Source: an optimization exercise on an open RTL-to-GDS flow (aim: small area). Production flows keep margins and buffers that such runs may drop.
In this exercise RTL edits were held to simulation tests only and were not proved equivalent to the original.
No activity file was given, so power comes from the tool's default toggle rates.

<file path="run.sh">
#!/bin/bash
# synth_recipe.tcl (not shown) runs the flow's synth.tcl, then flattens the netlist and writes it again
# the make line also repeats each setting of config.mk as NAME=value (left out here)
make -C /OpenROAD-flow-scripts/flow DESIGN_CONFIG=/design/flow/config.mk WORK_HOME=/design/flow/orfs CLKGATE_MAP_FILE= SYNTH_SCRIPT=/design/flow/synth_recipe.tcl finish
</file>
<file path="config.mk">
export PLATFORM = sky130hd
export DESIGN_NAME = matrix_alu_responder
export DESIGN_NICKNAME = matrix_alu_responder
export VERILOG_FILES = /design/flow/design.v
export SDC_FILE = /design/flow/constraint.sdc
export NUM_CORES = 4
export LEC_CHECK = 0
export CAP_MARGIN = 20
export CORE_MARGIN = 2
export CORE_UTILIZATION = 60
export CTS_BUF_LIST = sky130_fd_sc_hd__clkbuf_8
export SLEW_MARGIN = 20
</file>
<file path="constraint.sdc">
create_clock -name core_clock -period 12.0 [get_ports {clk}]
set_input_delay 2.4000 -clock core_clock [delete_from_list [all_inputs] [get_ports {clk}]]
set_output_delay 2.4000 -clock core_clock [all_outputs]
set_load 0.01 [all_outputs]
</file>
<file path="design.v">
module matrix_alu_responder #(
  parameter int DATA_W     = 16,
  parameter int NREG       = 8,
  parameter int MUL_CYCLES = 4
) (
  input  logic                  clk,
  input  logic                  reset,
  input  logic                  n_alu_enable,
  input  logic [2:0]            op_select,
  input  logic [2:0]            alu_address,
  input  logic [4*DATA_W-1:0]   data_in,
  output logic [4*DATA_W-1:0]   data_out,
  output logic                  data_valid,
  output logic                  busy,
  output logic                  done,
  output logic                  cmd_err
);
  localparam int W  = DATA_W;
  localparam int MW = 4 * DATA_W;
  localparam logic [2:0] OP_NOP   = 3'b000;
  localparam logic [2:0] OP_LOAD  = 3'b001;
  localparam logic [2:0] OP_ADD   = 3'b010;
  localparam logic [2:0] OP_SUB   = 3'b011;
  localparam logic [2:0] OP_SCAL  = 3'b100;
  localparam logic [2:0] OP_MATR  = 3'b101;
  localparam logic [2:0] OP_TRANS = 3'b110;
  localparam logic [2:0] OP_STORE = 3'b111;
  logic          prev_en;
  logic          accept, go;
  logic [1:0]    k;
  logic          k_last;
  logic [MW-1:0] r0, r1, r2;
  logic [MW-1:0] rh [3:7];
  logic [3:0]    v2;
  logic [7:3]    vh;
  logic [2*W-1:0] sprod;
  logic [W-1:0]  a0, a1, b0, b1;
  logic [W-1:0]  p0, p1, mres;
  logic          hi;
  logic [MW-1:0] asres;
  logic          sub;
  function automatic logic [W-1:0] el(
    input logic [MW-1:0] m,
    input logic [1:0]    idx
  );
    el = m[idx*W +: W];
  endfunction
  assign accept = prev_en & ~n_alu_enable;
  assign go     = accept & ~busy;
  assign k_last = (k == 2'(MUL_CYCLES - 1));
  assign data_valid = ~n_alu_enable & (op_select == OP_STORE);
  always_comb begin
    data_out = '0;
    if (data_valid) begin
      unique case (alu_address)
        3'd0: data_out = r0;
        3'd1: data_out = r1;
        3'd2: for (int e = 0; e < 4; e++)
                data_out[e*W +: W] = v2[e] ? r2[e*W +: W] : '0;
        default: data_out = vh[alu_address] ? rh[alu_address] : '0;
      endcase
    end
  end
  assign hi = busy ? k[1] : prev_en;
  assign a0 = el(r0, {hi, 1'b0});
  assign a1 = el(r0, {hi, 1'b1});
  assign b0 = (busy & k[0]) ? el(r1, 2'd1) : el(r1, 2'd0);
  assign b1 = busy ? el(r1, {1'b1, k[0]}) : el(r1, 2'd0);
  mar_mul16lo u_mul0 (.a(a0), .b(b0), .p(p0));
  mar_mul16lo u_mul1 (.a(a1), .b(b1), .p(p1));
  mar_add16   u_madd (.a(p0), .b(p1), .ci(1'b0), .s(mres));
  assign sub = op_select[0];
  for (genvar e = 0; e < 4; e++) begin : g_as
    mar_add16 u_as (.a(el(r0, 2'(e))), .b(el(r1, 2'(e)) ^ {W{sub}}), .ci(sub),
                    .s(asres[e*W +: W]));
  end
  always_ff @(posedge clk or posedge reset) begin
    if (reset) begin
      prev_en <= 1'b1;
      busy    <= 1'b0;
      k       <= '0;
      done    <= 1'b0;
      cmd_err <= 1'b0;
    end else begin
      prev_en <= n_alu_enable;
      done    <= 1'b0;
      if (busy) begin
        k <= k + 2'd1;
        if (k_last) begin
          busy <= 1'b0;
          done <= 1'b1;
        end
      end
      if (accept) begin
        if (busy) begin
          if (op_select != OP_NOP && op_select != OP_STORE)
            cmd_err <= 1'b1;
        end else begin
          unique case (op_select)
            OP_ADD, OP_SUB, OP_SCAL, OP_TRANS: done <= 1'b1;
            OP_MATR: busy <= 1'b1;
            default: ;
          endcase
        end
      end
    end
  end
  always_ff @(posedge clk or posedge reset) begin
    if (reset) begin
      r0    <= '0;
      r1    <= '0;
      sprod <= '0;
    end else begin
      if (go && op_select == OP_LOAD && alu_address == 3'd0) r0 <= data_in;
      if (go && op_select == OP_LOAD && alu_address == 3'd1) r1 <= data_in;
      if (!prev_en && !busy) sprod <= {p1, p0};
    end
  end
  always_ff @(posedge clk or posedge reset) begin
    if (reset) v2 <= '0;
    else if (go && (op_select == OP_LOAD ? alu_address == 3'd2
                                         : op_select[2] | op_select[1]) &&
             op_select != OP_MATR && op_select != OP_STORE)
      v2 <= 4'hf;
    else if (busy)
      v2[k] <= 1'b1;
  end
  always_ff @(posedge clk) begin
    if (busy)
      r2[k*W +: W] <= mres;
    else if (go) begin
      unique case (op_select)
        OP_LOAD:  if (alu_address == 3'd2) r2 <= data_in;
        OP_ADD,
        OP_SUB:   r2 <= asres;
        OP_SCAL:  r2 <= {p1, p0, sprod};
        OP_TRANS: r2 <= {el(r0, 2'd3), el(r0, 2'd1),
                         el(r0, 2'd2), el(r0, 2'd0)};
        default: ;
      endcase
    end
  end
  always_ff @(posedge clk or posedge reset) begin
    if (reset) vh <= '0;
    else if (go && op_select == OP_LOAD && alu_address >= 3'd3)
      vh[alu_address] <= 1'b1;
  end
  always_ff @(posedge clk) begin
    if (go && op_select == OP_LOAD && alu_address >= 3'd3)
      rh[alu_address] <= data_in;
  end
endmodule
module mar_add16 (
  input  logic [15:0] a,
  input  logic [15:0] b,
  input  logic        ci,
  output logic [15:0] s
);
  logic [16:0] c;
  logic [15:0] x;
  assign c[0] = ci;
  for (genvar i = 0; i < 16; i++) begin : g_fa
    assign x[i]   = a[i] ^ b[i];
    assign s[i]   = x[i] ^ c[i];
    assign c[i+1] = (a[i] & b[i]) | (c[i] & x[i]);
  end
endmodule
module mar_mul16lo (
  input  logic [15:0] a,
  input  logic [15:0] b,
  output logic [15:0] p
);
  logic t1;
  logic t2;
  logic t3;
  logic t4;
  logic t5;
  logic t6;
  logic t7;
  logic t8;
  logic t9;
  logic t10;
  logic t11;
  logic t12;
  logic t13;
  logic t14;
  logic t15;
  logic t16;
  logic t17;
  logic t18;
  logic t19;
  logic t20;
  logic t21;
  logic t22;
  logic t23;
  logic t24;
  logic t25;
  logic t26;
  logic t27;
  logic t28;
  logic t29;
  logic t30;
  logic t31;
  logic t32;
  logic t33;
  logic t34;
  logic t35;
  logic t36;
  logic t37;
  logic t38;
  logic t39;
  logic t40;
  logic t41;
  logic t42;
  logic t43;
  logic t44;
  logic t45;
  logic t46;
  logic t47;
  logic t48;
  logic t49;
  logic t50;
  logic t51;
  logic t52;
  logic t53;
  logic t54;
  logic t55;
  logic t56;
  logic t57;
  logic t58;
  logic t59;
  logic t60;
  logic t61;
  logic t62;
  logic t63;
  logic t64;
  logic t65;
  logic t66;
  logic t67;
  logic t68;
  logic t69;
  logic t70;
  logic t71;
  logic t72;
  logic t73;
  logic t74;
  logic t75;
  logic t76;
  logic t77;
  logic t78;
  logic t79;
  logic t80;
  logic t81;
  logic t82;
  logic t83;
  logic t84;
  logic t85;
  logic t86;
  logic t87;
  logic t88;
  logic t89;
  logic t90;
  logic t91;
  logic t92;
  logic t93;
  logic t94;
  logic t95;
  logic t96;
  logic t97;
  logic t98;
  logic t99;
  logic t100;
  logic t101;
  logic t102;
  logic t103;
  logic t104;
  logic t105;
  logic t106;
  logic t107;
  logic t108;
  logic t109;
  logic t110;
  logic t111;
  logic t112;
  logic t113;
  logic t114;
  logic t115;
  logic t116;
  logic t117;
  logic t118;
  logic t119;
  logic t120;
  logic t121;
  logic t122;
  logic t123;
  logic t124;
  logic t125;
  logic t126;
  logic t127;
  logic t128;
  logic t129;
  logic t130;
  logic t131;
  logic t132;
  logic t133;
  logic t134;
  logic t135;
  logic t136;
  logic t137;
  logic t138;
  logic t139;
  logic t140;
  logic t141;
  logic t142;
  logic t143;
  logic t144;
  logic t145;
  logic t146;
  logic t147;
  logic t148;
  logic t149;
  logic t150;
  logic t151;
  logic t152;
  logic t153;
  logic t154;
  logic t155;
  logic t156;
  logic t157;
  logic t158;
  logic t159;
  logic t160;
  logic t161;
  logic t162;
  logic t163;
  logic t164;
  logic t165;
  logic t166;
  logic t167;
  logic t168;
  logic t169;
  logic t170;
  logic t171;
  logic t172;
  logic t173;
  logic t174;
  logic t175;
  logic t176;
  logic t177;
  logic t178;
  logic t179;
  logic t180;
  logic t181;
  logic t182;
  logic t183;
  logic t184;
  logic t185;
  logic t186;
  logic t187;
  logic t188;
  logic t189;
  logic t190;
  logic t191;
  logic t192;
  logic t193;
  logic t194;
  logic t195;
  logic t196;
  logic t197;
  logic t198;
  logic t199;
  logic t200;
  logic t201;
  logic t202;
  logic t203;
  logic t204;
  logic t205;
  logic t206;
  logic t207;
  logic t208;
  logic t209;
  logic t210;
  logic t211;
  logic t212;
  logic t213;
  logic t214;
  logic t215;
  logic t216;
  logic t217;
  logic t218;
  logic t219;
  logic t220;
  logic t221;
  logic t222;
  logic t223;
  logic t224;
  logic t225;
  logic t226;
  logic t227;
  logic t228;
  logic t229;
  logic t230;
  logic t231;
  logic t232;
  logic t233;
  logic t234;
  logic t235;
  logic t236;
  logic t237;
  logic t238;
  logic t239;
  logic t240;
  logic t241;
  logic t242;
  logic t243;
  logic t244;
  logic t245;
  logic t246;
  logic t247;
  logic t248;
  logic t249;
  logic t250;
  logic t251;
  logic t252;
  logic t253;
  logic t254;
  logic t255;
  logic t256;
  logic t257;
  logic t258;
  logic t259;
  logic t260;
  logic t261;
  logic t262;
  logic t263;
  logic t264;
  logic t265;
  logic t266;
  logic t267;
  logic t268;
  logic t269;
  logic t270;
  logic t271;
  logic t272;
  logic t273;
  logic t274;
  logic t275;
  logic t276;
  logic t277;
  logic t278;
  logic t279;
  logic t280;
  logic t281;
  logic t282;
  logic t283;
  logic t284;
  logic t285;
  logic t286;
  logic t287;
  logic t288;
  logic t289;
  logic t290;
  logic t291;
  logic t292;
  logic t293;
  logic t294;
  logic t295;
  logic t296;
  logic t297;
  logic t298;
  logic t299;
  logic t300;
  logic t301;
  logic t302;
  logic t303;
  logic t304;
  logic t305;
  logic t306;
  logic t307;
  logic t308;
  logic t309;
  logic t310;
  logic t311;
  logic t312;
  logic t313;
  logic t314;
  logic t315;
  logic t316;
  logic t317;
  logic t318;
  logic t319;
  logic t320;
  logic t321;
  logic t322;
  logic t323;
  logic t324;
  logic t325;
  logic t326;
  logic t327;
  logic t328;
  logic t329;
  logic t330;
  logic t331;
  logic t332;
  logic t333;
  logic t334;
  logic t335;
  logic t336;
  logic t337;
  logic t338;
  logic t339;
  logic t340;
  logic t341;
  logic t342;
  logic t343;
  logic t344;
  logic t345;
  logic t346;
  logic t347;
  logic t348;
  logic t349;
  logic t350;
  logic t351;
  logic t352;
  logic t353;
  logic t354;
  logic t355;
  logic t356;
  logic t357;
  logic t358;
  logic t359;
  logic t360;
  logic t361;
  logic t362;
  logic t363;
  logic t364;
  logic t365;
  logic t366;
  logic t367;
  logic t368;
  logic t369;
  logic t370;
  logic t371;
  logic t372;
  logic t373;
  logic t374;
  logic t375;
  logic t376;
  logic t377;
  logic t378;
  logic t379;
  logic t380;
  logic t381;
  logic t382;
  logic t383;
  logic t384;
  logic t385;
  logic t386;
  logic t387;
  logic t388;
  logic t389;
  logic t390;
  logic t391;
  logic t392;
  logic t393;
  logic t394;
  logic t395;
  logic t396;
  logic t397;
  logic t398;
  logic t399;
  logic t400;
  logic t401;
  logic t402;
  logic t403;
  logic t404;
  logic t405;
  logic t406;
  logic t407;
  logic t408;
  logic t409;
  logic t410;
  logic t411;
  logic t412;
  logic t413;
  logic t414;
  logic t415;
  logic t416;
  logic t417;
  logic t418;
  logic t419;
  logic t420;
  logic t421;
  logic t422;
  logic t423;
  logic t424;
  logic t425;
  logic t426;
  logic t427;
  logic t428;
  logic t429;
  logic t430;
  logic t431;
  logic t432;
  logic t433;
  logic t434;
  logic t435;
  logic t436;
  logic t437;
  logic t438;
  logic t439;
  logic t440;
  logic t441;
  logic t442;
  logic t443;
  logic t444;
  logic t445;
  logic t446;
  logic t447;
  logic t448;
  logic t449;
  logic t450;
  logic t451;
  logic t452;
  assign t1 = a[0] & b[0];
  assign t2 = a[1] & b[0];
  assign t3 = a[2] & b[0];
  assign t4 = a[3] & b[0];
  assign t5 = a[4] & b[0];
  assign t6 = a[5] & b[0];
  assign t7 = a[6] & b[0];
  assign t8 = a[7] & b[0];
  assign t9 = a[8] & b[0];
  assign t10 = a[9] & b[0];
  assign t11 = a[10] & b[0];
  assign t12 = a[11] & b[0];
  assign t13 = a[12] & b[0];
  assign t14 = a[13] & b[0];
  assign t15 = a[14] & b[0];
  assign t16 = a[15] & b[0];
  assign t17 = a[0] & b[1];
  assign t18 = a[1] & b[1];
  assign t19 = a[2] & b[1];
  assign t20 = a[3] & b[1];
  assign t21 = a[4] & b[1];
  assign t22 = a[5] & b[1];
  assign t23 = a[6] & b[1];
  assign t24 = a[7] & b[1];
  assign t25 = a[8] & b[1];
  assign t26 = a[9] & b[1];
  assign t27 = a[10] & b[1];
  assign t28 = a[11] & b[1];
  assign t29 = a[12] & b[1];
  assign t30 = a[13] & b[1];
  assign t31 = a[14] & b[1];
  assign t32 = a[0] & b[2];
  assign t33 = a[1] & b[2];
  assign t34 = a[2] & b[2];
  assign t35 = a[3] & b[2];
  assign t36 = a[4] & b[2];
  assign t37 = a[5] & b[2];
  assign t38 = a[6] & b[2];
  assign t39 = a[7] & b[2];
  assign t40 = a[8] & b[2];
  assign t41 = a[9] & b[2];
  assign t42 = a[10] & b[2];
  assign t43 = a[11] & b[2];
  assign t44 = a[12] & b[2];
  assign t45 = a[13] & b[2];
  assign t46 = a[0] & b[3];
  assign t47 = a[1] & b[3];
  assign t48 = a[2] & b[3];
  assign t49 = a[3] & b[3];
  assign t50 = a[4] & b[3];
  assign t51 = a[5] & b[3];
  assign t52 = a[6] & b[3];
  assign t53 = a[7] & b[3];
  assign t54 = a[8] & b[3];
  assign t55 = a[9] & b[3];
  assign t56 = a[10] & b[3];
  assign t57 = a[11] & b[3];
  assign t58 = a[12] & b[3];
  assign t59 = a[0] & b[4];
  assign t60 = a[1] & b[4];
  assign t61 = a[2] & b[4];
  assign t62 = a[3] & b[4];
  assign t63 = a[4] & b[4];
  assign t64 = a[5] & b[4];
  assign t65 = a[6] & b[4];
  assign t66 = a[7] & b[4];
  assign t67 = a[8] & b[4];
  assign t68 = a[9] & b[4];
  assign t69 = a[10] & b[4];
  assign t70 = a[11] & b[4];
  assign t71 = a[0] & b[5];
  assign t72 = a[1] & b[5];
  assign t73 = a[2] & b[5];
  assign t74 = a[3] & b[5];
  assign t75 = a[4] & b[5];
  assign t76 = a[5] & b[5];
  assign t77 = a[6] & b[5];
  assign t78 = a[7] & b[5];
  assign t79 = a[8] & b[5];
  assign t80 = a[9] & b[5];
  assign t81 = a[10] & b[5];
  assign t82 = a[0] & b[6];
  assign t83 = a[1] & b[6];
  assign t84 = a[2] & b[6];
  assign t85 = a[3] & b[6];
  assign t86 = a[4] & b[6];
  assign t87 = a[5] & b[6];
  assign t88 = a[6] & b[6];
  assign t89 = a[7] & b[6];
  assign t90 = a[8] & b[6];
  assign t91 = a[9] & b[6];
  assign t92 = a[0] & b[7];
  assign t93 = a[1] & b[7];
  assign t94 = a[2] & b[7];
  assign t95 = a[3] & b[7];
  assign t96 = a[4] & b[7];
  assign t97 = a[5] & b[7];
  assign t98 = a[6] & b[7];
  assign t99 = a[7] & b[7];
  assign t100 = a[8] & b[7];
  assign t101 = a[0] & b[8];
  assign t102 = a[1] & b[8];
  assign t103 = a[2] & b[8];
  assign t104 = a[3] & b[8];
  assign t105 = a[4] & b[8];
  assign t106 = a[5] & b[8];
  assign t107 = a[6] & b[8];
  assign t108 = a[7] & b[8];
  assign t109 = a[0] & b[9];
  assign t110 = a[1] & b[9];
  assign t111 = a[2] & b[9];
  assign t112 = a[3] & b[9];
  assign t113 = a[4] & b[9];
  assign t114 = a[5] & b[9];
  assign t115 = a[6] & b[9];
  assign t116 = a[0] & b[10];
  assign t117 = a[1] & b[10];
  assign t118 = a[2] & b[10];
  assign t119 = a[3] & b[10];
  assign t120 = a[4] & b[10];
  assign t121 = a[5] & b[10];
  assign t122 = a[0] & b[11];
  assign t123 = a[1] & b[11];
  assign t124 = a[2] & b[11];
  assign t125 = a[3] & b[11];
  assign t126 = a[4] & b[11];
  assign t127 = a[0] & b[12];
  assign t128 = a[1] & b[12];
  assign t129 = a[2] & b[12];
  assign t130 = a[3] & b[12];
  assign t131 = a[0] & b[13];
  assign t132 = a[1] & b[13];
  assign t133 = a[2] & b[13];
  assign t134 = a[0] & b[14];
  assign t135 = a[1] & b[14];
  assign t136 = a[0] & b[15];
  assign t137 = t17 ^ t2;
  assign t138 = t17 & t2;
  assign t141 = t18 ^ t3;
  assign t139 = t141 ^ t32;
  assign t140 = (t18 & t3) | (t32 & t141);
  assign t142 = t138 ^ t139;
  assign t143 = t138 & t139;
  assign t146 = t19 ^ t33;
  assign t144 = t146 ^ t4;
  assign t145 = (t19 & t33) | (t4 & t146);
  assign t149 = t46 ^ t140;
  assign t147 = t149 ^ t144;
  assign t148 = (t46 & t140) | (t144 & t149);
  assign t150 = t143 ^ t147;
  assign t151 = t143 & t147;
  assign t154 = t20 ^ t34;
  assign t152 = t154 ^ t47;
  assign t153 = (t20 & t34) | (t47 & t154);
  assign t157 = t5 ^ t59;
  assign t155 = t157 ^ t145;
  assign t156 = (t5 & t59) | (t145 & t157);
  assign t160 = t152 ^ t148;
  assign t158 = t160 ^ t155;
  assign t159 = (t152 & t148) | (t155 & t160);
  assign t161 = t151 ^ t158;
  assign t162 = t151 & t158;
  assign t165 = t21 ^ t35;
  assign t163 = t165 ^ t48;
  assign t164 = (t21 & t35) | (t48 & t165);
  assign t168 = t6 ^ t60;
  assign t166 = t168 ^ t71;
  assign t167 = (t6 & t60) | (t71 & t168);
  assign t171 = t153 ^ t163;
  assign t169 = t171 ^ t166;
  assign t170 = (t153 & t163) | (t166 & t171);
  assign t174 = t156 ^ t169;
  assign t172 = t174 ^ t159;
  assign t173 = (t156 & t169) | (t159 & t174);
  assign t175 = t162 ^ t172;
  assign t176 = t162 & t172;
  assign t179 = t22 ^ t36;
  assign t177 = t179 ^ t49;
  assign t178 = (t22 & t36) | (t49 & t179);
  assign t182 = t61 ^ t7;
  assign t180 = t182 ^ t72;
  assign t181 = (t61 & t7) | (t72 & t182);
  assign t185 = t82 ^ t164;
  assign t183 = t185 ^ t167;
  assign t184 = (t82 & t164) | (t167 & t185);
  assign t188 = t177 ^ t180;
  assign t186 = t188 ^ t170;
  assign t187 = (t177 & t180) | (t170 & t188);
  assign t191 = t183 ^ t186;
  assign t189 = t191 ^ t173;
  assign t190 = (t183 & t186) | (t173 & t191);
  assign t192 = t176 ^ t189;
  assign t193 = t176 & t189;
  assign t196 = t23 ^ t37;
  assign t194 = t196 ^ t50;
  assign t195 = (t23 & t37) | (t50 & t196);
  assign t199 = t62 ^ t73;
  assign t197 = t199 ^ t8;
  assign t198 = (t62 & t73) | (t8 & t199);
  assign t202 = t83 ^ t92;
  assign t200 = t202 ^ t178;
  assign t201 = (t83 & t92) | (t178 & t202);
  assign t205 = t181 ^ t194;
  assign t203 = t205 ^ t197;
  assign t204 = (t181 & t194) | (t197 & t205);
  assign t208 = t184 ^ t200;
  assign t206 = t208 ^ t203;
  assign t207 = (t184 & t200) | (t203 & t208);
  assign t211 = t187 ^ t206;
  assign t209 = t211 ^ t190;
  assign t210 = (t187 & t206) | (t190 & t211);
  assign t212 = t193 ^ t209;
  assign t213 = t193 & t209;
  assign t216 = t101 ^ t24;
  assign t214 = t216 ^ t38;
  assign t215 = (t101 & t24) | (t38 & t216);
  assign t219 = t51 ^ t63;
  assign t217 = t219 ^ t74;
  assign t218 = (t51 & t63) | (t74 & t219);
  assign t222 = t84 ^ t9;
  assign t220 = t222 ^ t93;
  assign t221 = (t84 & t9) | (t93 & t222);
  assign t225 = t195 ^ t198;
  assign t223 = t225 ^ t214;
  assign t224 = (t195 & t198) | (t214 & t225);
  assign t228 = t217 ^ t220;
  assign t226 = t228 ^ t201;
  assign t227 = (t217 & t220) | (t201 & t228);
  assign t231 = t204 ^ t223;
  assign t229 = t231 ^ t207;
  assign t230 = (t204 & t223) | (t207 & t231);
  assign t234 = t226 ^ t229;
  assign t232 = t234 ^ t210;
  assign t233 = (t226 & t229) | (t210 & t234);
  assign t235 = t213 ^ t232;
  assign t236 = t213 & t232;
  assign t239 = t10 ^ t102;
  assign t237 = t239 ^ t109;
  assign t238 = (t10 & t102) | (t109 & t239);
  assign t242 = t25 ^ t39;
  assign t240 = t242 ^ t52;
  assign t241 = (t25 & t39) | (t52 & t242);
  assign t245 = t64 ^ t75;
  assign t243 = t245 ^ t85;
  assign t244 = (t64 & t75) | (t85 & t245);
  assign t248 = t94 ^ t215;
  assign t246 = t248 ^ t218;
  assign t247 = (t94 & t215) | (t218 & t248);
  assign t251 = t221 ^ t237;
  assign t249 = t251 ^ t240;
  assign t250 = (t221 & t237) | (t240 & t251);
  assign t254 = t243 ^ t224;
  assign t252 = t254 ^ t246;
  assign t253 = (t243 & t224) | (t246 & t254);
  assign t257 = t249 ^ t227;
  assign t255 = t257 ^ t252;
  assign t256 = (t249 & t227) | (t252 & t257);
  assign t260 = t230 ^ t255;
  assign t258 = t260 ^ t233;
  assign t259 = (t230 & t255) | (t233 & t260);
  assign t261 = t236 ^ t258;
  assign t262 = t236 & t258;
  assign t265 = t103 ^ t11;
  assign t263 = t265 ^ t110;
  assign t264 = (t103 & t11) | (t110 & t265);
  assign t268 = t116 ^ t26;
  assign t266 = t268 ^ t40;
  assign t267 = (t116 & t26) | (t40 & t268);
  assign t271 = t53 ^ t65;
  assign t269 = t271 ^ t76;
  assign t270 = (t53 & t65) | (t76 & t271);
  assign t274 = t86 ^ t95;
  assign t272 = t274 ^ t238;
  assign t273 = (t86 & t95) | (t238 & t274);
  assign t277 = t241 ^ t244;
  assign t275 = t277 ^ t263;
  assign t276 = (t241 & t244) | (t263 & t277);
  assign t280 = t266 ^ t269;
  assign t278 = t280 ^ t247;
  assign t279 = (t266 & t269) | (t247 & t280);
  assign t283 = t250 ^ t272;
  assign t281 = t283 ^ t275;
  assign t282 = (t250 & t272) | (t275 & t283);
  assign t286 = t253 ^ t278;
  assign t284 = t286 ^ t281;
  assign t285 = (t253 & t278) | (t281 & t286);
  assign t289 = t256 ^ t284;
  assign t287 = t289 ^ t259;
  assign t288 = (t256 & t284) | (t259 & t289);
  assign t290 = t262 ^ t287;
  assign t291 = t262 & t287;
  assign t294 = t104 ^ t111;
  assign t292 = t294 ^ t117;
  assign t293 = (t104 & t111) | (t117 & t294);
  assign t297 = t12 ^ t122;
  assign t295 = t297 ^ t27;
  assign t296 = (t12 & t122) | (t27 & t297);
  assign t300 = t41 ^ t54;
  assign t298 = t300 ^ t66;
  assign t299 = (t41 & t54) | (t66 & t300);
  assign t303 = t77 ^ t87;
  assign t301 = t303 ^ t96;
  assign t302 = (t77 & t87) | (t96 & t303);
  assign t306 = t264 ^ t267;
  assign t304 = t306 ^ t270;
  assign t305 = (t264 & t267) | (t270 & t306);
  assign t309 = t292 ^ t295;
  assign t307 = t309 ^ t298;
  assign t308 = (t292 & t295) | (t298 & t309);
  assign t312 = t301 ^ t273;
  assign t310 = t312 ^ t276;
  assign t311 = (t301 & t273) | (t276 & t312);
  assign t315 = t304 ^ t307;
  assign t313 = t315 ^ t279;
  assign t314 = (t304 & t307) | (t279 & t315);
  assign t318 = t282 ^ t310;
  assign t316 = t318 ^ t285;
  assign t317 = (t282 & t310) | (t285 & t318);
  assign t321 = t313 ^ t316;
  assign t319 = t321 ^ t288;
  assign t320 = (t313 & t316) | (t288 & t321);
  assign t322 = t291 ^ t319;
  assign t323 = t291 & t319;
  assign t326 = t105 ^ t112;
  assign t324 = t326 ^ t118;
  assign t325 = (t105 & t112) | (t118 & t326);
  assign t329 = t123 ^ t127;
  assign t327 = t329 ^ t13;
  assign t328 = (t123 & t127) | (t13 & t329);
  assign t332 = t28 ^ t42;
  assign t330 = t332 ^ t55;
  assign t331 = (t28 & t42) | (t55 & t332);
  assign t335 = t67 ^ t78;
  assign t333 = t335 ^ t88;
  assign t334 = (t67 & t78) | (t88 & t335);
  assign t338 = t97 ^ t293;
  assign t336 = t338 ^ t296;
  assign t337 = (t97 & t293) | (t296 & t338);
  assign t341 = t299 ^ t302;
  assign t339 = t341 ^ t324;
  assign t340 = (t299 & t302) | (t324 & t341);
  assign t344 = t327 ^ t330;
  assign t342 = t344 ^ t333;
  assign t343 = (t327 & t330) | (t333 & t344);
  assign t347 = t305 ^ t308;
  assign t345 = t347 ^ t336;
  assign t346 = (t305 & t308) | (t336 & t347);
  assign t350 = t339 ^ t342;
  assign t348 = t350 ^ t311;
  assign t349 = (t339 & t342) | (t311 & t350);
  assign t353 = t345 ^ t314;
  assign t351 = t353 ^ t348;
  assign t352 = (t345 & t314) | (t348 & t353);
  assign t356 = t317 ^ t351;
  assign t354 = t356 ^ t320;
  assign t355 = (t317 & t351) | (t320 & t356);
  assign t357 = t323 ^ t354;
  assign t358 = t323 & t354;
  assign t361 = t106 ^ t113;
  assign t359 = t361 ^ t119;
  assign t360 = (t106 & t113) | (t119 & t361);
  assign t364 = t124 ^ t128;
  assign t362 = t364 ^ t131;
  assign t363 = (t124 & t128) | (t131 & t364);
  assign t367 = t14 ^ t29;
  assign t365 = t367 ^ t43;
  assign t366 = (t14 & t29) | (t43 & t367);
  assign t370 = t56 ^ t68;
  assign t368 = t370 ^ t79;
  assign t369 = (t56 & t68) | (t79 & t370);
  assign t373 = t89 ^ t98;
  assign t371 = t373 ^ t325;
  assign t372 = (t89 & t98) | (t325 & t373);
  assign t376 = t328 ^ t331;
  assign t374 = t376 ^ t334;
  assign t375 = (t328 & t331) | (t334 & t376);
  assign t379 = t359 ^ t362;
  assign t377 = t379 ^ t365;
  assign t378 = (t359 & t362) | (t365 & t379);
  assign t382 = t368 ^ t337;
  assign t380 = t382 ^ t340;
  assign t381 = (t368 & t337) | (t340 & t382);
  assign t385 = t343 ^ t371;
  assign t383 = t385 ^ t374;
  assign t384 = (t343 & t371) | (t374 & t385);
  assign t388 = t377 ^ t346;
  assign t386 = t388 ^ t380;
  assign t387 = (t377 & t346) | (t380 & t388);
  assign t391 = t383 ^ t349;
  assign t389 = t391 ^ t386;
  assign t390 = (t383 & t349) | (t386 & t391);
  assign t394 = t352 ^ t389;
  assign t392 = t394 ^ t355;
  assign t393 = (t352 & t389) | (t355 & t394);
  assign t395 = t358 ^ t392;
  assign t396 = t358 & t392;
  assign t399 = t107 ^ t114;
  assign t397 = t399 ^ t120;
  assign t398 = (t107 & t114) | (t120 & t399);
  assign t402 = t125 ^ t129;
  assign t400 = t402 ^ t132;
  assign t401 = (t125 & t129) | (t132 & t402);
  assign t405 = t134 ^ t15;
  assign t403 = t405 ^ t30;
  assign t404 = (t134 & t15) | (t30 & t405);
  assign t408 = t44 ^ t57;
  assign t406 = t408 ^ t69;
  assign t407 = (t44 & t57) | (t69 & t408);
  assign t411 = t80 ^ t90;
  assign t409 = t411 ^ t99;
  assign t410 = (t80 & t90) | (t99 & t411);
  assign t414 = t360 ^ t363;
  assign t412 = t414 ^ t366;
  assign t413 = (t360 & t363) | (t366 & t414);
  assign t417 = t369 ^ t397;
  assign t415 = t417 ^ t400;
  assign t416 = (t369 & t397) | (t400 & t417);
  assign t420 = t403 ^ t406;
  assign t418 = t420 ^ t409;
  assign t419 = (t403 & t406) | (t409 & t420);
  assign t423 = t372 ^ t375;
  assign t421 = t423 ^ t378;
  assign t422 = (t372 & t375) | (t378 & t423);
  assign t426 = t412 ^ t415;
  assign t424 = t426 ^ t418;
  assign t425 = (t412 & t415) | (t418 & t426);
  assign t429 = t381 ^ t384;
  assign t427 = t429 ^ t421;
  assign t428 = (t381 & t384) | (t421 & t429);
  assign t432 = t424 ^ t387;
  assign t430 = t432 ^ t427;
  assign t431 = (t424 & t387) | (t427 & t432);
  assign t435 = t390 ^ t430;
  assign t433 = t435 ^ t393;
  assign t434 = (t390 & t430) | (t393 & t435);
  assign t436 = t396 ^ t433;
  assign t437 = t396 & t433;
  assign t438 = t100 ^ t108 ^ t115;
  assign t439 = t121 ^ t126 ^ t130;
  assign t440 = t133 ^ t135 ^ t136;
  assign t441 = t16 ^ t31 ^ t45;
  assign t442 = t58 ^ t70 ^ t81;
  assign t443 = t91 ^ t398 ^ t401;
  assign t444 = t404 ^ t407 ^ t410;
  assign t445 = t438 ^ t439 ^ t440;
  assign t446 = t441 ^ t442 ^ t413;
  assign t447 = t416 ^ t419 ^ t443;
  assign t448 = t444 ^ t445 ^ t422;
  assign t449 = t425 ^ t446 ^ t447;
  assign t450 = t428 ^ t448 ^ t449;
  assign t451 = t431 ^ t450 ^ t434;
  assign t452 = t437 ^ t451;
  assign p = {t452, t436, t395, t357, t322, t290, t261, t235, t212, t192, t175, t161, t150, t142, t137, t1};
endmodule
</file>
==> flow_metrics.py, run 1 <==
metrics = {
    "floorplanning": {
        "dieArea_um2": 58700,
        "fp.dieW_um": 242,
        "design.core.area_um2": 56300,
        "die_y_um": 242,
        "initial_utilization_pct": 60.6,
        "num_rows": 87,
        "num_io_pins": 141,
    },
    "detailed_routing": {
        "drt_pass1_iterations": 8,
        "ant_nets": 0,
        "routedWlPerCell_um": 31.0,
        "drt-total-wl_mm": 114,
        "vias": 24560,
        "vias_per_cell": 6.67,
        "drc_errors": 0,
        "drt_iter0_drc": 3424,
    },
    "final_layout": {
        "final_area_um2": 38200,
        "drive_gt1_share_pct": 19.6,
        "synthToLayoutAreaGrowth_pct": 12.2,
        "nNetsFinal": 3211,
        "seq_area_um2": 15900,
        "multiInputGateArea_um2": 17000,
        "n_fill_cell": 4186,
    },
    "grt": {
        "grt_use_met3_pct": 9.88,
        "grt_max_degree": 114,
        "grt.busiest_layer": "met2",
        "first_global_vias": 24843,
        "grtUsageTotal_pct": 39.4,
        "grtUsageMet2_pct": 56.8,
        "grt_use_met1_pct": 56.6,
        "grt_pass1_wl_mm": 168,
        "antenna_found_initial": 12,
        "grt.overflow.total": 0,
    },
    "yosys": {
        "synth_xor_area_share_pct": 3.50,
        "yosys.area_share.simple_pct": 6.78,
        "synth-edff-count": 384,
        "syn_avg_cell_area_um2": 12.6,
        "ys_types": 61,
        "synth-async-reset-ratio_pct": 31.3,
        "syn_area_um2": 34100,
        "synth_warnings": 1,
        "synth_compound_area_share_pct": 8.70,
        "syn_inst": 2709,
        "syn_nets": 3076,
        "synthAdderAreaFrac_pct": 16.3,
        "seq_area_frac_synth_pct": 46.7,
        "synth_top_flop_cell": "edfxtp_1",
        "synth_top_family_by_area": "adder cells",
        "synth-seq-cells": 559,
        "synthMuxAreaShare_pct": 14.1,
    },
    "worst_setup_path": {
        "cp_max_fo": 16,
        "required_ns": 12.54,
        "path_class": "flop to flop",
        "worstPathArrival_ns": 11.25,
        "end_kind": "flop",
        "startpoint_type": "flop",
    },
    "job": {
        "maxCapViolCount": 0,
    },
    "cts": {
        "htree_levels": 3,
        "clockBufferDepth": 3,
        "cts_buffers": 90,
        "clkTransAtPathRegs_ns": 0.06,
        "insertion_delay_ns": 0.71,
        "post_cts_resized": 0,
        "cts-root-buf": "clkbuf_8",
        "cts_tree": "done",
        "cts-hold-fix-buffers": 0,
        "post-cts-setup-buffers": 0,
        "clkSinkCount": 559,
    },
    "placed_design": {
        "io_buffers": 140,
        "hpwl_mm": 81.1,
        "pre_cts_ws_ns": 1.16,
        "gp_congestion": 1.04,
        "postPlaceCellArea_um2": 36400,
    },
    "pwr": {
        "worst_ir_drop_vdd_v": 0.000115,
        "leakage_nw": 14.2,
        "pwr_density_cell_nw_per_um2": 150,
        "fin_total_pwr_mw": 5.73,
    },
    "worst_hold_path": {
        "worstHoldPathType": "flop to flop",
    },
    "timing": {
        "tightest_slew_ns": 1.16,
        "worst_slack_ns": 1.29,
        "hold_viol": 0,
        "slew_headroom_pct": 22.4,
        "period_minus_slack_ns": 10.71,
        "report.final.slew_viol_count": 0,
        "max_freq_ghz": 0.0934,
        "setup_viol": 0,
        "period_share_pct": 89.2,
        "final.setup_skew_ns": 0.0449,
        "fin_setup_tns_ns": 0,
        "rsz0062_at_grt": "false",
    },
    "outcome": {
        "status": "no timing/DRC/antenna violations",
    },
}
[cell families (layout without fill, tap and decap cells)]
family | count (synthesis) | after routing
adder cells (fa/ha/maj) | 294 | 294
flip-flops | 559 | 559
AO/OA/AOI/OAI | 452 | 452
XOR/XNOR | 129 | 129
buffers and inverters | 347 | 558
AND/OR/NAND/NOR | 530 | 530
multiplexers | 398 | 398
other | 0 | 8
[flip-flops by register name (all words and copies together) (netlist names), 2 cells and up]
register and flops:
k 2, r2 64, r0 64, rh 320, vh 5, r1 64, v2 4, sprod 32
[power breakdown]
group,total [mW],internal (mW),switching (mW)
Combinational,1.60,0.560,1.04
Clock,1.65,0.841,0.807
Sequential,2.49,2.28,0.205
[worst max-delay path: stages (launching register included)]
cell	delay, ns
dfrtp_4	0.49
mux2i_4	0.53
buf_4	0.42
mux2i_1	0.65
or2_2	0.23
fa_1	0.44
fa_1	0.46
fa_1	0.43
fa_1	0.46
fa_1	0.48
fa_1	0.47
fa_1	0.47
fa_1	0.46
fa_1	0.46
fa_1	0.52
fa_1	0.47
fa_1	0.56
inv_1	0.05
ha_1	0.33
inv_1	0.07
fa_1	0.43
fa_1	0.46
xnor2_1	0.25
xnor2_2	0.16
xor2_1	0.47
a21oi_1	0.14
a21oi_1	0.17
[worst paths after layout]
| kind | startpoint | end | slack (ns) | cells after the start |
|---|---|---|---|---|
| setup / recovery | busy | r2[31] | 1.29 | 26 |
| hold / removal | v2[0] | v2[0] | 0.47 | 2 |
| setup reg to reg | busy | r2[31] | 1.29 | 26 |
| hold reg to reg | v2[0] | v2[0] | 0.47 | 2 |
| max in group asynchronous | reset | busy | 8.07 | 3 |
| min in group asynchronous | reset | r0[59] | 2.26 | 2 |
[stage by stage]
step / hold slack (ns) / cells / util, %
after detailed placement: 0.448 / 3508 / 64.7
after global routing: 0.487 / 3677 / 67.9
after global placement: 0.444 / 3508 / 64.7
final: 0.465 / 3684 / 67.9
after CTS: 0.464 / 3676 / 67.9
after floorplan: 0.431 / 2709 / -
[Yosys cell counts (65+ instances only)]
| cell type | number | area share [%] |
|---|---|---|
| clkbuf_1 | 138 | 1.5 |
| nand2_1 | 109 | 1.2 |
| edfxtp_1 | 384 | 34 |
| mux2_2 | 253 | 8.4 |
| dfrtp_1 | 174 | 13 |
| a21oi_1 | 205 | 3.0 |
| mux2i_1 | 102 | 3.0 |
| o22ai_1 | 98 | 1.8 |
| inv_1 | 175 | 1.9 |
| fa_1 | 252 | 15 |
| xor2_1 | 65 | 1.7 |
| nor2_1 | 288 | 3.2 |
[placed cells by master (no fill, tap or decap), drive strengths merged, types with 13 or more instances in the layout]
cell type,n
nor2b,32
edfxtp,384
xnor2,61
dfrtp,174
mux4,37
clkinv,21
o221ai,15
nor3,19
clkbuf,100
ha,42
mux2,253
o21ai,13
xor2,65
inv,219
nor2,289
fa,252
clkdlybuf4s50,135
a21oi,205
o22ai,98
mux2i,108
or2,42
nand2,110
a222oi,64
buf,79
a221oi,17
[layer usage]
metal / share of wire (%) / vias up
li1: - / 10019
met1: 39 / 12555
met2: 44 / 1668
met3: 12 / 308
met4: 5.0 / 10
met5: 0.067 / -
[layout make-up]
| cell class | count | area share, % |
|---|---|---|
| inverter | 176 | 1.75 |
| clock buffer | 100 | 3.60 |
| clock inverter | 68 | 1.08 |
| multi-input combinational | 1803 | 44.4 |
| timing repair buffer | 214 | 5.08 |
| antenna | 8 | 0.0524 |
| tap | 756 | 2.47 |
| sequential | 559 | 41.6 |
==> run 2, diff against run 1 <==
--- a/config.mk
+++ b/config.mk
@@ -8,5 +8,4 @@
 export CAP_MARGIN = 20
 export CORE_MARGIN = 2
-export CORE_UTILIZATION = 60
-export CTS_BUF_LIST = sky130_fd_sc_hd__clkbuf_8
+export CORE_UTILIZATION = 40
 export SLEW_MARGIN = 20
==> flow_metrics.py, run 2 <==
metrics = {
    "outcome": {
        "status": "no timing/DRC/antenna violations",
    },
    "worst_setup_path": {
        "crit_path_start": "busy",
        "required_ns": 12.48,
        "max_stage_delay_ns": 0.71,
        "crit_top_cell": "fa_1",
        "critical_path.endpoint": "r2[15]",
        "path_class": "flop to flop",
        "r2r_end": "r2[15]",
        "worstPathArrival_ns": 11.19,
        "crit_path_top_delay_cell": "mux2i_1",
        "reg2reg_depth": 28,
        "r2r_start": "busy",
        "end_kind": "flop",
        "startpoint_type": "flop",
        "cp_max_fo": 24,
        "ff2ff_setup_slack_ns": 1.29,
    },
    "yosys": {
        "yosys.area_share.simple_pct": 6.78,
        "syn_avg_cell_area_um2": 12.6,
        "synth-async-reset-ratio_pct": 31.3,
        "syn_area_um2": 34100,
        "synth-edff-count": 384,
        "syn_inst": 2709,
        "ys_top_cells_by_count": "384 x edfxtp_1, 288 x nor2_1, 253 x mux2_2, 252 x fa_1, 205 x a21oi_1",
        "seq_area_frac_synth_pct": 46.7,
        "yosys-top-cells-area": "edfxtp_1 34%, fa_1 15%, dfrtp_1 13%, mux2_2 8.4%, nor2_1 3.2%",
        "synth-seq-cells": 559,
        "synth_xor_area_share_pct": 3.50,
        "yosysTopAreaCell": "edfxtp_1",
        "synth_top_area_share_pct": 33.8,
        "ys_types": 61,
        "synth_warnings": 1,
        "synth_top_flop_cell": "edfxtp_1",
        "synthAdderAreaFrac_pct": 16.3,
        "synth_top_family_by_area": "adder cells",
        "syn_nets": 3076,
        "synthMuxAreaShare_pct": 14.1,
        "synth_compound_area_share_pct": 8.70,
        "yosysMostFrequentCell": "edfxtp_1",
    },
    "floorplanning": {
        "fp.dieW_um": 296,
        "num_rows": 107,
        "num_io_pins": 141,
        "design.core.area_um2": 84900,
        "die_y_um": 296,
        "dieArea_um2": 87600,
        "initial_utilization_pct": 40.2,
    },
    "cts": {
        "cts_buffers": 55,
        "cts-hold-fix-buffers": 0,
        "post_cts_resized": 0,
        "cts-root-buf": "clkbuf_16",
        "clkSinkCount": 559,
        "insertion_delay_ns": 0.63,
        "clkTransAtPathRegs_ns": 0.07,
        "post-cts-setup-buffers": 0,
        "htree_levels": 2,
        "clockBufferDepth": 3,
        "cts_tree": "done",
    },
    "pwr": {
        "power_switching_mw": 2.02,
        "p_comb_share_pct": 27.1,
        "internal-power_mw": 3.86,
        "switching_share_pct": 34.3,
        "seqPwrFrac_pct": 42.2,
        "leakage_nw": 14.1,
        "pwr_density_cell_nw_per_um2": 151,
        "worst_ir_drop_vdd_v": 0.000106,
        "pwr-share-clk_pct": 30.6,
    },
    "grt": {
        "grt.overflow.total": 0,
        "grt_pass1_wl_mm": 172,
        "first_global_vias": 24238,
        "grt_max_degree": 123,
        "grtUsageTotal_pct": 27.0,
        "antenna_found_initial": 3,
    },
    "timing": {
        "hold_viol": 0,
        "period_minus_slack_ns": 10.71,
        "period_share_pct": 89.2,
        "report.final.slew_viol_count": 0,
        "max_freq_ghz": 0.0934,
        "rsz0062_at_grt": "false",
        "fin_setup_tns_ns": 0,
        "slew_headroom_pct": 24.2,
        "setup_viol": 0,
        "final.setup_skew_ns": 0.0254,
        "tightest_slew_ns": 1.11,
    },
    "detailed_routing": {
        "drc_errors": 0,
        "vias_per_cell": 5.94,
        "routedWlPerCell_um": 29.4,
        "ant_nets": 0,
        "drt_iter0_drc": 3076,
        "drt_pass1_iterations": 10,
        "drt-total-wl_mm": 118,
        "vias": 23799,
    },
    "final_layout": {
        "n_fill_cell": 7717,
        "nNetsFinal": 3182,
        "final_common_cell": "edfxtp_1",
        "final_area_um2": 38900,
        "top_register": "rh",
        "drive_gt1_share_pct": 18.9,
        "largest_reg_flops": 320,
        "synthToLayoutAreaGrowth_pct": 14.0,
        "final_cell_mix": "384 x edfxtp_1, 285 x nor2_1, 253 x mux2_2",
    },
    "worst_hold_path": {
        "worstHoldPathType": "flop to flop",
    },
    "placed_design": {
        "gp_congestion": 0.984,
        "io_buffers": 140,
        "postPlaceCellArea_um2": 37000,
        "hpwl_mm": 83.4,
    },
    "job": {
        "maxCapViolCount": 0,
    },
}
==> run 2: worst min-delay path by stage <==
stage          depth (start not counted)  endpoint  startpoint  slack (ns)
6_report                               2     v2[1]       v2[1]        0.47
5_1_grt                                1     vh[7]       vh[7]        0.50
4_1_cts                                2     v2[1]       v2[1]        0.47
3_5_place_dp                           2     v2[1]       v2[1]        0.45
3_3_place_gp                           2     v2[1]       v2[1]        0.45
2_1_floorplan                          1     vh[5]       vh[5]        0.43
==> run 2: final cells by class <==
cell class / count / area (µm²) / share of cell area (%)
multi-input combinational: 1803 / 17000 / 43.6
sequential: 559 / 15900 / 41.0
timing repair buffer: 220 / 2030 / 5.23
clock buffer: 73 / 1550 / 3.98
tap: 1144 / 1430 / 3.68
inverter: 176 / 668 / 1.72
clock inverter: 30 / 309 / 0.795
antenna: 1 / 2.50 / 0.00644
==> run 2: cell families (layout without fill, tap and decap cells) <==
family / Yosys count / count (layout)
multiplexers: 398 / 398
XOR/XNOR: 129 / 129
adder cells (fa/ha/maj): 294 / 294
buffers and inverters: 347 / 499
other: 0 / 1
AO/OA/AOI/OAI: 452 / 452
AND/OR/NAND/NOR: 530 / 530
flip-flops: 559 / 559
==> run 2: per-layer routing <==
layer / wire length [µm] / global-route usage, % / up-vias
met5: 23 / 0 / -
met4: 5840 / 11.5 / 4
met3: 10500 / 5.22 / 246
met2: 53100 / 41.4 / 1207
met1: 48200 / 37.5 / 12410
li1: - / - / 9932
==> run 2: critical path, delay by kind of cell, from the launching register on <==
| family | cells | cell delay (ns) |
|---|---|---|
| multiplexers | 2 | 1.20 |
| flip-flops | 1 | 0.50 |
| adder cells (fa/ha/maj) | 14 | 6.29 |
| AO/OA/AOI/OAI | 2 | 0.28 |
| AND/OR/NAND/NOR | 1 | 0.25 |
| buffers and inverters | 2 | 0.57 |
| XOR/XNOR | 7 | 1.44 |
==> run 2: power by group through the flow <==
stage                     sequential (mW)  clock, mW  combinational (mW)
after floorplan                      2.41          0               0.984
after global placement               2.50          0                1.53
after detailed placement             2.51          0                1.55
after CTS                            2.47       1.82                1.56
after global routing                 2.49       1.88                1.69
final                                2.48       1.80                1.60
==> run 2: stage by stage <==
stage	instances	worst slack, ns	utilization (%)	power [mW]	hold WS [ns]
final	4006	1.29	45.8	5.88	0.469
after global routing	4005	0.819	45.8	6.06	0.499
after CTS	4005	1.23	45.8	5.85	0.470
after detailed placement	3902	1.24	43.6	4.06	0.454
after global placement	3899	1.46	43.5	4.03	0.446
after floorplan	2709	1.62	-	3.39	0.431

[afterwards: timing with drivers on the ports]
The results above use ideal ports. As a check the final layouts listed here were re-extracted and re-timed, cells and wires unchanged.
Step 1, drivers: a clkbuf_16 drives clk and a buf_2 each remaining input, both assumed.
Step 2, shift: input delay + t, output delay - t, t = (earliest + latest rising clock arrival at the registers) / 2. This alone moves slack from input paths to output paths.
Three values: ideal, step 1, step 2; two values: the first two.
| run | t, ns | setup WS [ns] | cell pins on the clock port's net |
|---|---|---|---|
| run 1 | 0.748 | 1.294 / 1.294 / 1.294 | 1 |
| run 2 | 0.677 | 1.293 / 1.293 / 1.293 | 1 |
After both steps setup and hold are still met in every run listed.
